This is an optimization exercise on Yosys and OpenROAD, whose aim is small area, not a production implementation.
In this exercise RTL edits were held to simulation tests only and were not proved equivalent to the original.
Power figures rest on the tool's default switching activity, not on a simulated workload.

==> design.v <==
`default_nettype none
package ap_regs_pkg;
   localparam int NUM_APS    = 4;       
   localparam int AUX_ADDR_W = 12;      
   localparam int DATA_W     = 32;      
   localparam logic [AUX_ADDR_W-1:0] AP_AUX_BASE = 12'h220;
   localparam int AP_REG_VALUE = 0;     
   localparam int AP_REG_MASK  = 1;     
   localparam int AP_REG_CTRL  = 2;     
   localparam int AC_W          = 6;
   localparam int AC_MODE_LSB   = 0;    
   localparam int AC_TARGET_LSB = 2;    
   localparam int AC_ACTION     = 4;    
   localparam int AC_PAIR       = 5;    
   typedef logic [1:0] ap_idx_t;
endpackage
`default_nettype wire
`default_nettype none
package ap_match_pkg;
   localparam logic [1:0] MODE_OFF = 2'd0;
   localparam logic [1:0] MODE_EQ  = 2'd1;    
   localparam logic [1:0] MODE_NE  = 2'd2;    
   localparam logic [1:0] TGT_PC         = 2'd0;    
   localparam logic [1:0] TGT_MEM_ADDR   = 2'd1;    
   localparam logic [1:0] TGT_STORE_DATA = 2'd2;    
   localparam logic [1:0] TGT_AUX_ADDR   = 2'd3;    
   localparam int PC_W = 32;
endpackage
`default_nettype wire
`timescale 1ns/1ns
`default_nettype none
import ap_regs_pkg::*;
module aux_write_arbiter
(
   input  wire logic                  i_cap_write,    
   input  wire logic [1:0]           i_cap_idx,
   input  wire logic [DATA_W-1:0]     i_cap_data,
   input  wire logic                  i_h_write,      
   input  wire logic [AUX_ADDR_W-1:0] i_h_addr,
   input  wire logic [DATA_W-1:0]     i_h_data,
   input  wire logic                  i_en,           
   input  wire logic                  i_aux_write,    
   input  wire logic [AUX_ADDR_W-1:0] i_aux_addr,
   input  wire logic [DATA_W-1:0]     i_aux_data,
   output logic                       o_wr_en,
   output logic [AUX_ADDR_W-1:0]      o_wr_addr,
   output logic [DATA_W-1:0]          o_wr_data
);
   logic [AUX_ADDR_W-1:0] cap_addr;
   assign cap_addr = AP_AUX_BASE + {i_cap_idx, 1'b0} + {1'b0, i_cap_idx} + AP_REG_VALUE[AUX_ADDR_W-1:0];
   always_comb
   begin
      o_wr_en   = i_aux_write;    
      o_wr_addr = i_aux_addr;
      o_wr_data = i_aux_data;
      if (i_cap_write)
      begin
         o_wr_en   = 1'b1;
         o_wr_addr = cap_addr;
         o_wr_data = i_cap_data;
      end
      else if (i_h_write && i_en)    
      begin
         o_wr_en   = 1'b1;
         o_wr_addr = i_h_addr;
         o_wr_data = i_h_data;
      end
   end
endmodule
`default_nettype wire
`timescale 1ns/1ns
`default_nettype none
import ap_regs_pkg::*;
module ap_register_bank
(
   input  wire logic                  clk_debug,
   input  wire logic                  rst_a,
   input  wire logic                  i_wr_en,
   input  wire logic [AUX_ADDR_W-1:0] i_wr_addr,
   input  wire logic [DATA_W-1:0]     i_wr_data,
   input  wire logic [AUX_ADDR_W-1:0] i_rd_addr,
   output logic [NUM_APS*DATA_W-1:0]  o_value,
   output logic [NUM_APS*DATA_W-1:0]  o_mask,
   output logic [NUM_APS*AC_W-1:0]    o_ctrl,
   output logic [NUM_APS-1:0]         o_written,    
   output logic [DATA_W-1:0]          o_rd_data
);
   logic [DATA_W-1:0] value_r [NUM_APS];
   logic [DATA_W-1:0] mask_r  [NUM_APS];
   logic [AC_W-1:0]   ctrl_r  [NUM_APS];
   logic [NUM_APS-1:0] sel_v, sel_m, sel_c;    
   logic [AUX_ADDR_W-1:0] a_v [NUM_APS];       
   logic [AUX_ADDR_W-1:0] a_m [NUM_APS];
   logic [AUX_ADDR_W-1:0] a_c [NUM_APS];
   for (genvar g = 0; g < NUM_APS; g++)
   begin : g_addr
      localparam int OFS = 3 * g;
      assign a_v[g] = AP_AUX_BASE + OFS[AUX_ADDR_W-1:0] + AP_REG_VALUE[AUX_ADDR_W-1:0];
      assign a_m[g] = AP_AUX_BASE + OFS[AUX_ADDR_W-1:0] + AP_REG_MASK[AUX_ADDR_W-1:0];
      assign a_c[g] = AP_AUX_BASE + OFS[AUX_ADDR_W-1:0] + AP_REG_CTRL[AUX_ADDR_W-1:0];
   end
   always_comb
   begin
      for (int i = 0; i < NUM_APS; i++)
      begin
         sel_v[i] = i_wr_en && (i_wr_addr == a_v[i]);
         sel_m[i] = i_wr_en && (i_wr_addr == a_m[i]);
         sel_c[i] = i_wr_en && (i_wr_addr == a_c[i]);
      end
   end
   assign o_written = sel_v | sel_m | sel_c;    
   always_ff @(posedge clk_debug or posedge rst_a)
   begin
      if (rst_a)
      begin
         for (int i = 0; i < NUM_APS; i++)
         begin
            value_r[i] <= '0;
            mask_r[i]  <= '0;
            ctrl_r[i]  <= '0;
         end
      end
      else
      begin
         for (int i = 0; i < NUM_APS; i++)
         begin
            if (sel_v[i]) value_r[i] <= i_wr_data;
            if (sel_m[i]) mask_r[i]  <= i_wr_data;
            if (sel_c[i]) ctrl_r[i]  <= i_wr_data[AC_W-1:0];    
         end
      end
   end
   always_comb
   begin
      o_rd_data = '0;    
      for (int i = 0; i < NUM_APS; i++)
      begin
         o_value[i*DATA_W +: DATA_W] = value_r[i];
         o_mask[i*DATA_W +: DATA_W]  = mask_r[i];
         o_ctrl[i*AC_W +: AC_W]      = ctrl_r[i];
         if (i_rd_addr == a_v[i])
            o_rd_data = value_r[i];
         if (i_rd_addr == a_m[i])
            o_rd_data = mask_r[i];
         if (i_rd_addr == a_c[i])
            o_rd_data = DATA_W'(ctrl_r[i]);    
      end
   end
endmodule
`default_nettype wire
`timescale 1ns/1ns
`default_nettype none
import ap_regs_pkg::*;
import ap_match_pkg::*;
module ap_comparator
(
   input  wire logic [DATA_W-1:0]     i_value,
   input  wire logic [DATA_W-1:0]     i_mask,
   input  wire logic [AC_W-1:0]       i_ctrl,
   input  wire logic [PC_W-1:0]       i_pc,
   input  wire logic                  i_pc_valid,
   input  wire logic [DATA_W-1:0]     i_mem_addr,
   input  wire logic                  i_mload,
   input  wire logic                  i_mstore,
   input  wire logic [DATA_W-1:0]     i_store_data,
   input  wire logic [AUX_ADDR_W-1:0] i_aux_addr,
   input  wire logic                  i_aux_read,
   input  wire logic                  i_aux_write,
   input  wire logic                  i_en,
   output logic                       o_hit,
   output logic [DATA_W-1:0]          o_source     
);
   logic [1:0] mode, target;
   logic       strobe;        
   logic       match;         
   logic       mode_hit;
   assign mode   = i_ctrl[AC_MODE_LSB +: 2];
   assign target = i_ctrl[AC_TARGET_LSB +: 2];
   always_comb
   begin
      case (target)
         TGT_PC:
         begin
            o_source = i_pc;
            strobe   = i_pc_valid;
         end
         TGT_MEM_ADDR:
         begin
            o_source = i_mem_addr;
            strobe   = i_mload | i_mstore;
         end
         TGT_STORE_DATA:
         begin
            o_source = i_store_data;
            strobe   = i_mstore;
         end
         TGT_AUX_ADDR:
         begin
            o_source = DATA_W'(i_aux_addr);    
            strobe   = i_aux_read | i_aux_write;
         end
         default:
         begin
            o_source = '0;
            strobe   = 1'b0;
         end
      endcase
   end
   assign match = ((o_source ^ i_value) & ~i_mask) == '0;
   always_comb
   begin
      case (mode)
         MODE_EQ:  mode_hit = match;
         MODE_NE:  mode_hit = !match;
         MODE_OFF: mode_hit = 1'b0;
         default:  mode_hit = 1'b0;    
      endcase
   end
   assign o_hit = i_en & strobe & mode_hit;
endmodule
`default_nettype wire
`timescale 1ns/1ns
`default_nettype none
import ap_regs_pkg::*;
module ap_hit_qualifier
(
   input  wire logic                      clk_debug,
   input  wire logic                      rst_a,
   input  wire logic [NUM_APS-1:0]        i_raw_hit,
   input  wire logic [NUM_APS*DATA_W-1:0] i_source,
   input  wire logic [NUM_APS*AC_W-1:0]   i_ctrl,
   input  wire logic [NUM_APS-1:0]        i_written,     
   input  wire logic                      i_actionhalt,  
   output logic                           o_brk,
   output logic                           o_swi,
   output logic [NUM_APS-1:0]             o_status,
   output logic                           o_cap_write,
   output logic [1:0]                     o_cap_idx,
   output logic [DATA_W-1:0]              o_cap_data
);
   logic [NUM_APS-1:0] pair, action;    
   logic [NUM_APS-1:0] qual;            
   logic [NUM_APS-1:0] status_r;
   always_comb
   begin
      for (int i = 0; i < NUM_APS; i++)
      begin
         pair[i]   = i_ctrl[i*AC_W + AC_PAIR];
         action[i] = i_ctrl[i*AC_W + AC_ACTION];
      end
      for (int i = 0; i < NUM_APS; i++)
      begin
         if (pair[(i + NUM_APS - 1) % NUM_APS])
            qual[i] = 1'b0;    
         else if (pair[i])
            qual[i] = i_raw_hit[i] & i_raw_hit[(i + 1) % NUM_APS];    
         else
            qual[i] = i_raw_hit[i];
      end
   end
   assign o_brk = |(qual & ~action);
   assign o_swi = |(qual & action);
   always_ff @(posedge clk_debug or posedge rst_a)
   begin
      if (rst_a)
         status_r <= '0;
      else
         status_r <= (status_r & ~i_written) | qual;
   end
   assign o_status = status_r;
   always_comb
   begin
      o_cap_idx = '0;
      for (int i = NUM_APS - 1; i >= 0; i--)
         if (qual[i]) o_cap_idx = 2'(i);
   end
   assign o_cap_write = |qual & ~i_actionhalt;    
   assign o_cap_data  = i_source[o_cap_idx*DATA_W +: DATA_W];
endmodule
`default_nettype wire
`timescale 1ns/1ns
`default_nettype none
import ap_regs_pkg::*;
import ap_match_pkg::*;
module actionpoint_unit
(
   input  wire logic                  clk_debug,
   input  wire logic                  rst_a,
   input  wire logic                  i_en,           
   input  wire logic                  i_actionhalt,   
   input  wire logic                  i_aux_write,
   input  wire logic                  i_aux_read,
   input  wire logic [AUX_ADDR_W-1:0] i_aux_addr,
   input  wire logic [DATA_W-1:0]     i_aux_data,
   input  wire logic                  i_h_write,
   input  wire logic [AUX_ADDR_W-1:0] i_h_addr,
   input  wire logic [DATA_W-1:0]     i_h_data,
   input  wire logic [AUX_ADDR_W-1:0] i_rd_addr,
   input  wire logic [PC_W-1:0]       i_pc,
   input  wire logic                  i_pc_valid,
   input  wire logic [DATA_W-1:0]     i_mem_addr,
   input  wire logic                  i_mload,
   input  wire logic                  i_mstore,
   input  wire logic [DATA_W-1:0]     i_store_data,
   output logic [DATA_W-1:0]          o_rd_data,
   output logic                       o_brk,
   output logic                       o_swi,
   output logic [NUM_APS-1:0]         o_status
);
   logic                      wr_en;
   logic [AUX_ADDR_W-1:0]     wr_addr;
   logic [DATA_W-1:0]         wr_data;
   logic [NUM_APS*DATA_W-1:0] value, mask, source;
   logic [NUM_APS*AC_W-1:0]   ctrl;
   logic [NUM_APS-1:0]        written, raw_hit;
   logic                      cap_write;
   logic [1:0]                cap_idx;
   logic [DATA_W-1:0]         cap_data;
   aux_write_arbiter u_arb (
      .i_cap_write(cap_write), .i_cap_idx(cap_idx), .i_cap_data(cap_data),
      .i_h_write(i_h_write), .i_h_addr(i_h_addr), .i_h_data(i_h_data), .i_en(i_en),
      .i_aux_write(i_aux_write), .i_aux_addr(i_aux_addr), .i_aux_data(i_aux_data),
      .o_wr_en(wr_en), .o_wr_addr(wr_addr), .o_wr_data(wr_data)
   );
   ap_register_bank u_bank (
      .clk_debug(clk_debug), .rst_a(rst_a),
      .i_wr_en(wr_en), .i_wr_addr(wr_addr), .i_wr_data(wr_data), .i_rd_addr(i_rd_addr),
      .o_value(value), .o_mask(mask), .o_ctrl(ctrl), .o_written(written),
      .o_rd_data(o_rd_data)
   );
   for (genvar g = 0; g < NUM_APS; g++)
   begin : g_cmp
      ap_comparator u_cmp (
         .i_value(value[g*DATA_W +: DATA_W]), .i_mask(mask[g*DATA_W +: DATA_W]),
         .i_ctrl(ctrl[g*AC_W +: AC_W]),
         .i_pc(i_pc), .i_pc_valid(i_pc_valid),
         .i_mem_addr(i_mem_addr), .i_mload(i_mload), .i_mstore(i_mstore),
         .i_store_data(i_store_data),
         .i_aux_addr(i_aux_addr), .i_aux_read(i_aux_read), .i_aux_write(i_aux_write),
         .i_en(i_en),
         .o_hit(raw_hit[g]), .o_source(source[g*DATA_W +: DATA_W])
      );
   end
   ap_hit_qualifier u_qual (
      .clk_debug(clk_debug), .rst_a(rst_a),
      .i_raw_hit(raw_hit), .i_source(source), .i_ctrl(ctrl), .i_written(written),
      .i_actionhalt(i_actionhalt),
      .o_brk(o_brk), .o_swi(o_swi), .o_status(o_status),
      .o_cap_write(cap_write), .o_cap_idx(cap_idx), .o_cap_data(cap_data)
   );
endmodule
`default_nettype wire
==> run.sh <==
#!/bin/bash
# synth_recipe.tcl (not shown) runs the flow's synth.tcl, then flattens the netlist and writes it again
# the make line also repeats each setting of config.mk as NAME=value (left out here)
make -C /OpenROAD-flow-scripts/flow DESIGN_CONFIG=/design/flow/config.mk WORK_HOME=/design/flow/orfs CLKGATE_MAP_FILE= SYNTH_SCRIPT=/design/flow/synth_recipe.tcl finish
==> config.mk <==
export PLATFORM = sky130hd
export DESIGN_NAME = actionpoint_unit
export DESIGN_NICKNAME = actionpoint_unit
export VERILOG_FILES = /design/flow/design.v
export SDC_FILE = /design/flow/constraint.sdc
export NUM_CORES = 4
export LEC_CHECK = 0
export CAP_MARGIN = 20
export CORE_MARGIN = 2
export CORE_UTILIZATION = 40
export SLEW_MARGIN = 20
==> constraint.sdc <==
create_clock -name core_clock -period 10.0 [get_ports {clk_debug}]
set_input_delay 2.0000 -clock core_clock [delete_from_list [all_inputs] [get_ports {clk_debug}]]
set_output_delay 2.0000 -clock core_clock [all_outputs]
set_load 0.01 [all_outputs]
==> summary.txt <==
[cell usage after synthesis (47+ instances only)]
library cell and count:
dfrtp_1 284, mux2i_1 219, o21ai_0 190, nand2_1 156, mux2_2 118, nor2_1 118
xor2_1 109, clkbuf_1 90, mux2_1 84, xnor2_1 68, nor2b_1 64, a222oi_1 58
o22ai_1 57, a21oi_1 51, a22oi_1 47
[sequential cells by signal, indices dropped and copies added (netlist names)]
| name | count |
|---|---|
| u_bank.mask_r | 128 |
| u_bank.value_r | 128 |
| u_bank.ctrl_r | 24 |
| u_qual.status_r | 4 |
[area by class of cell]
type / instances / area [sq um] / share of cell area (%)
Antenna cell: 2 / 5.00 / 0.0183
Clock buffer: 51 / 1060 / 3.87
Clock inverter: 13 / 156 / 0.572
Inverter: 49 / 191 / 0.700
Multi-Input combinational cell: 1890 / 14800 / 54.0
Sequential cell: 284 / 7130 / 26.1
Tap cell: 756 / 946 / 3.46
Timing Repair Buffer: 324 / 3090 / 11.3
[kinds of logic (layout without fill, tap and decap cells)]
logic type	count (synthesis)	in the layout	synth area share (%)
compound gates	691	691	22.1
xor+xnor	177	177	6.76
fa+ha+maj	2	2	0.109
buf+inv	224	437	4.86
flops	284	284	31.0
mux	458	458	22.4
other cells	0	2	0
simple gates	562	562	12.7
[metal layers]
layer  wire length (um)  vias up
li1                   -     9465
met1              48600    11700
met2              52800     2185
met3              18100      593
met4               9410        8
met5                 88        -
[stage by stage]
step	hold slack, ns	std cells	utilization, %	area, sq um	worst slack, ns
final	0.503	3369	48.4	27300	0.870
after global routing	0.518	3367	48.4	27300	0.840
after CTS	0.497	3367	48.4	27300	1.19
after detailed placement	0.484	3303	46.2	26100	1.19
after global placement	0.467	3303	46.2	26100	1.14
after floorplan	0.458	2398	-	22900	0.164
[worst paths after layout]
path,endpoint,slack (ns)
hold reg to reg,u_bank.value_r[1][1]$_DFFE_PP0P_,0.50
max in group asynchronous,u_bank.ctrl_r[2][3]$_DFFE_PP0P_,6.37
hold / removal,u_bank.value_r[1][1]$_DFFE_PP0P_,0.50
setup / recovery,o_swi,0.87
min in group asynchronous,u_bank.value_r[0][10]$_DFFE_PP0P_,1.99
setup reg to reg,u_bank.mask_r[3][21]$_DFFE_PP0P_,2.10
[where the power goes]
group	switching (mW)	internal, mW
sequential	0.141	1.22
clock	0.565	0.817
combinational	0.530	0.336
total	1.24	2.37
[cell usage in the layout (no fill, tap or decap), types with 68 or more instances in the layout]
cell type and n:
o21ai_0 190, clkdlybuf4s50_1 242, nand2_1 156, mux2i_1 218, xor2_1 109, mux2_1 84
buf_4 77, nor2_1 111, dfrtp_1 276, xnor2_1 68, mux2_2 118
==> summary.txt <==
status=timing/DRC/antenna clean; Fmax achieved=~110 MHz; Starting Density=40.6%; Post-synth top flop=dfrtp_1; Setup Skew=~0.033 ns; fillers=roughly 5300; register area share after synthesis=31.0%; htree depth=2; setup TNS=0 ns; Max Root-Sink Buffers=3; met2 usage=between 60% and 70%; Chip Height=243 um; max-slew violations=0; clock-pin slew on the worst setup and hold paths=0.06 ns; Hold WC Path Type=reg2reg; RSZ-0062 raised after global routing=no; Post-synth EDFFs=0; Total GRT Usage=a little over two fifths; Reg2Reg Depth=20; CTS tree=done; largest net degree at the start of global routing=roughly 100; number of synthesized register bits=around 280; Max rail drop VDD=between 0.1 and 0.15 mV; Net Count, Synth=roughly 2600; Static Leak=11.0 nW; crit path launch type=input pin; worst path cell trace=clkdlybuf4s50_1 > mux4_2 > xnor2_1 > o22ai_1 > a2111oi_1 > o211ai_1 > o311a_1 > nor3_1 > nor2_1 > buf_4 > a222oi_1 > o21ai_0 > clkdlybuf4s50_1; Remaining DRCs=0; PostCTS Resize Cnt=0; DR WL/cell=38.3 um; DP HPWL=93.2 mm; clk latency of the worst-skew pair=0.57 ns; Synth Cell Area=between 20000 and 25000 sq um; I/O pins=244; Slew headroom=23.3%; worst setup path start=i_aux_addr[8]; Crit path depth=13; vias in the first global route=about 23000; number of buffers added on ports=approximately 240; hold-fix buffers at CTS=0; post-synth top area share=31.0%; nets@finish=between 2000 and 3000; crit-path leading delay family=compound AO/OA/AOI/OAI gates; post-layout minimum cycle time=between 9 and 10 ns; core region area=approximately 56000 sq um; clock root cell=clkbuf_16; Power Dens Cells=~130 nW/um^2; first-pass iteration count of the detailed router=6; syn_area_per_cell=between 9 and 10 sq um; gr ovfl total=0; crit share post-route=approximately 91%; reg2reg start=u_bank.ctrl_r[1][2]$_DFFE_PP0P_; via count=23900; slowest CP cell=a2111oi_1; critical path class=in2out; grt met1 use=54.9%; CP arrival=between 7 and 8 ns; # Post-CTS Setup Buffers=0; largest stage delay on the critical path=approximately 0.95 ns; GR peak layer=met2; standard-cell rows=87; Ys Warns=10; overall power=between 3 and 4 mW; asr flop ratio synth=between 90% and 100%; largest area contributor in the netlist=dfrtp_1; Vias/cell=between 7 and 8; clock tree sinks=~280; Final setup viols=0; maximum fanout along the worst path=5; Routed Antenna Nets=0; CP dominant cell by count=clkdlybuf4s50_1; Post-Route WL=between 100 and 150 mm; Hold Path Stages=1; Worst Max-Slew Pin Slew=~1.1 ns; Yosys cell types=110; met3 Use GR=14.6%; die area=approximately 59000 sq um; Area contributors post-synth=dfrtp_1, mux2i_1, mux2_2; 1st-iter DRT viols=between 4000 and 5000; hold path start=u_bank.value_r[1][1]$_DFFE_PP0P_; Worst Path Buf+Inv=3; Syn Inst Count=2398; worst path required time=around 8.0 ns; Max-cap violations=0; fraction of layout cells with a size suffix above 1=~15%; P&R area growth vs syn=19.3%; Die Span X=around 240 um; gp weighted congestion=1.10; Worst setup EP type=primary output; CTS Buf Count=36; Final Hold Violating Endpoints=0; initial antenna violation count=6; global-route wire length before repair=between 150 and 200 mm

[port drivers added, routing unchanged]
No port has a modelled driver above. Below, the same layout with a new extraction and two added sets of constraints. Step 1: set_driving_cell puts a clkbuf_16 on clk_debug and a buf_2 on each other input, an assumption about the parent block. Step 2 moves the port delays by t, midway between the first and last clock arrival at a register: inputs arrive t later, outputs are due t later. That takes back most of the time a late clock gives input paths. Slacks: ideal / step 1 / step 2; pairs: ideal / step 1.
shift t [ns]: 0.623
setup slack, ns: 0.870 / 0.845 / 0.845
hold WS [ns]: 0.503 / 0.503 / 0.503
pins driven straight from the clock port: 1
After both steps setup and hold are still met in this run. The setup slack of this run moves by -0.025 ns with the drivers and by -0.025 ns with both steps.
